Source: an optimization exercise on an open RTL-to-GDS flow (aim: small area, a short achievable clock period and few clock cycles per item). Production flows keep margins and buffers that such runs may drop. In this exercise RTL edits were held to simulation tests only and were not proved equivalent to the original.

// octahedral_normal_encoder_unit
module octahedral_normal_encoder_unit #(
    parameter int COMP_WIDTH = 16
) (
    input  logic                         i_clk,
    input  logic                         i_rst_n,
    input  logic                         i_valid,
    output logic                         o_stall,
    input  logic signed [COMP_WIDTH-1:0] i_comp_x,
    input  logic signed [COMP_WIDTH-1:0] i_comp_y,
    input  logic signed [COMP_WIDTH-1:0] i_comp_z,
    output logic                         o_valid,
    input  logic                         i_stall,
    output logic [31:0]                  o_packed_oct,
    output logic                         o_zero_vector
);
clock: 5.0 ns
lec_check: 0
cap_margin: 20
core_margin: 2
core_utilization: 55
cts_buf_list: sky130_fd_sc_hd__clkbuf_4 sky130_fd_sc_hd__clkbuf_8
setup_slack_margin: 1.7
slew_margin: 20
synth_hierarchical: 1
synth_minimum_keep_size: 0
run.sh (not shown) runs the stock make flow with config.mk's settings and CLKGATE_MAP_FILE= SYNTH_SCRIPT=/design/flow/synth_recipe.tcl, a recipe that flattens the netlist after the stock synthesis.
Testbench counts at the start, summed over its fixed seeds: cycles 12,152, items 12,000.
==> next run, changes <==
--- a/flow/config.mk
+++ b/flow/config.mk
@@ -9,5 +9,5 @@
 export CORE_MARGIN = 2
-export CORE_UTILIZATION = 55
+export CORE_UTILIZATION = 70
 export CTS_BUF_LIST = sky130_fd_sc_hd__clkbuf_4 sky130_fd_sc_hd__clkbuf_8
-export SETUP_SLACK_MARGIN = 1.7
+export SETUP_SLACK_MARGIN = 1.9
 export SLEW_MARGIN = 20
What happened: The changed run finished clean; die area fell by 21%; wire length fell by 2.0%; global-route usage rose by 5.4 points; cell count fell by 4.9%.
==> next run, changes <==
--- a/flow/config.mk
+++ b/flow/config.mk
@@ -9,5 +9,5 @@
 export CORE_MARGIN = 2
-export CORE_UTILIZATION = 70
+export CORE_UTILIZATION = 65
 export CTS_BUF_LIST = sky130_fd_sc_hd__clkbuf_4 sky130_fd_sc_hd__clkbuf_8
-export SETUP_SLACK_MARGIN = 1.9
+export SETUP_SLACK_MARGIN = 2.0
 export SLEW_MARGIN = 20
Result: Via count hardly moves. Global-route usage is lower by 1.6 points. Critical path depth is lower by 2. Worst setup slack improved by 0.055 ns. Synthesized area is unchanged. Wire length is higher by 2.8%. Count of clock-buffer cells in the layout is lower by 7.


Setup of the baseline:
octahedral_normal_encoder_unit again, from the RTL that the note above started with.
clock: 5.0 ns
lec_check: 0
cap_margin: 20
core_margin: 2
core_utilization: 55
cts_buf_list: sky130_fd_sc_hd__clkbuf_4 sky130_fd_sc_hd__clkbuf_8
setup_slack_margin: 2.15
slew_margin: 20
synth_hierarchical: 1
synth_minimum_keep_size: 0
The baseline ran to completion and came out clean on the timing, DRC and antenna checks.
Testbench counts of the baseline, summed over its fixed seeds: cycles 12,152, items 12,000.
[inputs] the candidate vs the baseline
# the baseline
export LEC_CHECK = 0
export CAP_MARGIN = 20
export CORE_MARGIN = 2
export CORE_UTILIZATION = 55
export CTS_BUF_LIST = sky130_fd_sc_hd__clkbuf_4 sky130_fd_sc_hd__clkbuf_8
export SETUP_SLACK_MARGIN = 2.15
export SLEW_MARGIN = 20
export SYNTH_HIERARCHICAL = 1
export SYNTH_MINIMUM_KEEP_SIZE = 0
create_clock -name core_clock -period 5.0 [get_ports {i_clk}]
# the candidate
export LEC_CHECK = 0
export CAP_MARGIN = 20
export CORE_MARGIN = 2
export CORE_UTILIZATION = 55
export CTS_BUF_LIST = sky130_fd_sc_hd__clkbuf_4 sky130_fd_sc_hd__clkbuf_8
export SETUP_SLACK_MARGIN = 2.0
export SLEW_MARGIN = 20
export SYNTH_HIERARCHICAL = 1
export SYNTH_MINIMUM_KEEP_SIZE = 0
create_clock -name core_clock -period 5.0 [get_ports {i_clk}]
### Flow results
The baseline has lower part of the cycle the worst path needs than the candidate.
NOTE final cell count without fillers the baseline->the candidate decreased by a few percent
The candidate against the baseline: average detailed-routed wire length per instance went down by about 0.43%, fraction of area in multi-input gates lower, cell area dropped about 5%.
Fraction of final layout cells sized beyond drive strength 1 delta for the candidate relative to the baseline: 6.7 points lower
Relative area change from synthesis to final layout: the candidate < the baseline
NOTE wire length of the first global-routing pass the baseline->the candidate decreased by a few percent
Library cell contributing the largest single delay on the critical path = edfxtp_1: the candidate; library cell contributing the largest single delay on the critical path = fa_2: the baseline
The via count reported for the candidate is smaller than that of the baseline by 1398.

-- separate check: timing with driven ports --
In the flow no input, the clock included, has a driving cell. The finished layouts below were timed again as built, in two steps.
Step 1 sets driving cells, clkbuf_16 on the clock port and buf_2 on the other inputs (assumed; they add their load-dependent delay and slew).
Step 2, shift: input delay + t, output delay - t, t = (earliest + latest rising clock arrival at the registers) / 2. This alone moves slack from input paths to output paths.
Slacks: ideal ports / drivers / drivers and shift; pairs: ideal ports / drivers.
run	shift t [ns]	setup slack, ns	worst setup path at the end
the first run of note 1	0.994	1.782 / 1.828 / 0.841	input to register
the second run of note 1	0.995	1.959 / 1.959 / 1.105	input to register
the third run of note 1	1.009	2.015 / 2.015 / 1.069	input to register
the baseline	0.993	2.029 / 2.029 / 1.217	input to register
the candidate	0.997	1.999 / 1.999 / 1.109	input to register
After both steps every run listed still meets setup and hold. The setup slack of the third run of note 1, which loses most, moves by 0.000 ns with the drivers and by -0.946 ns with both steps.
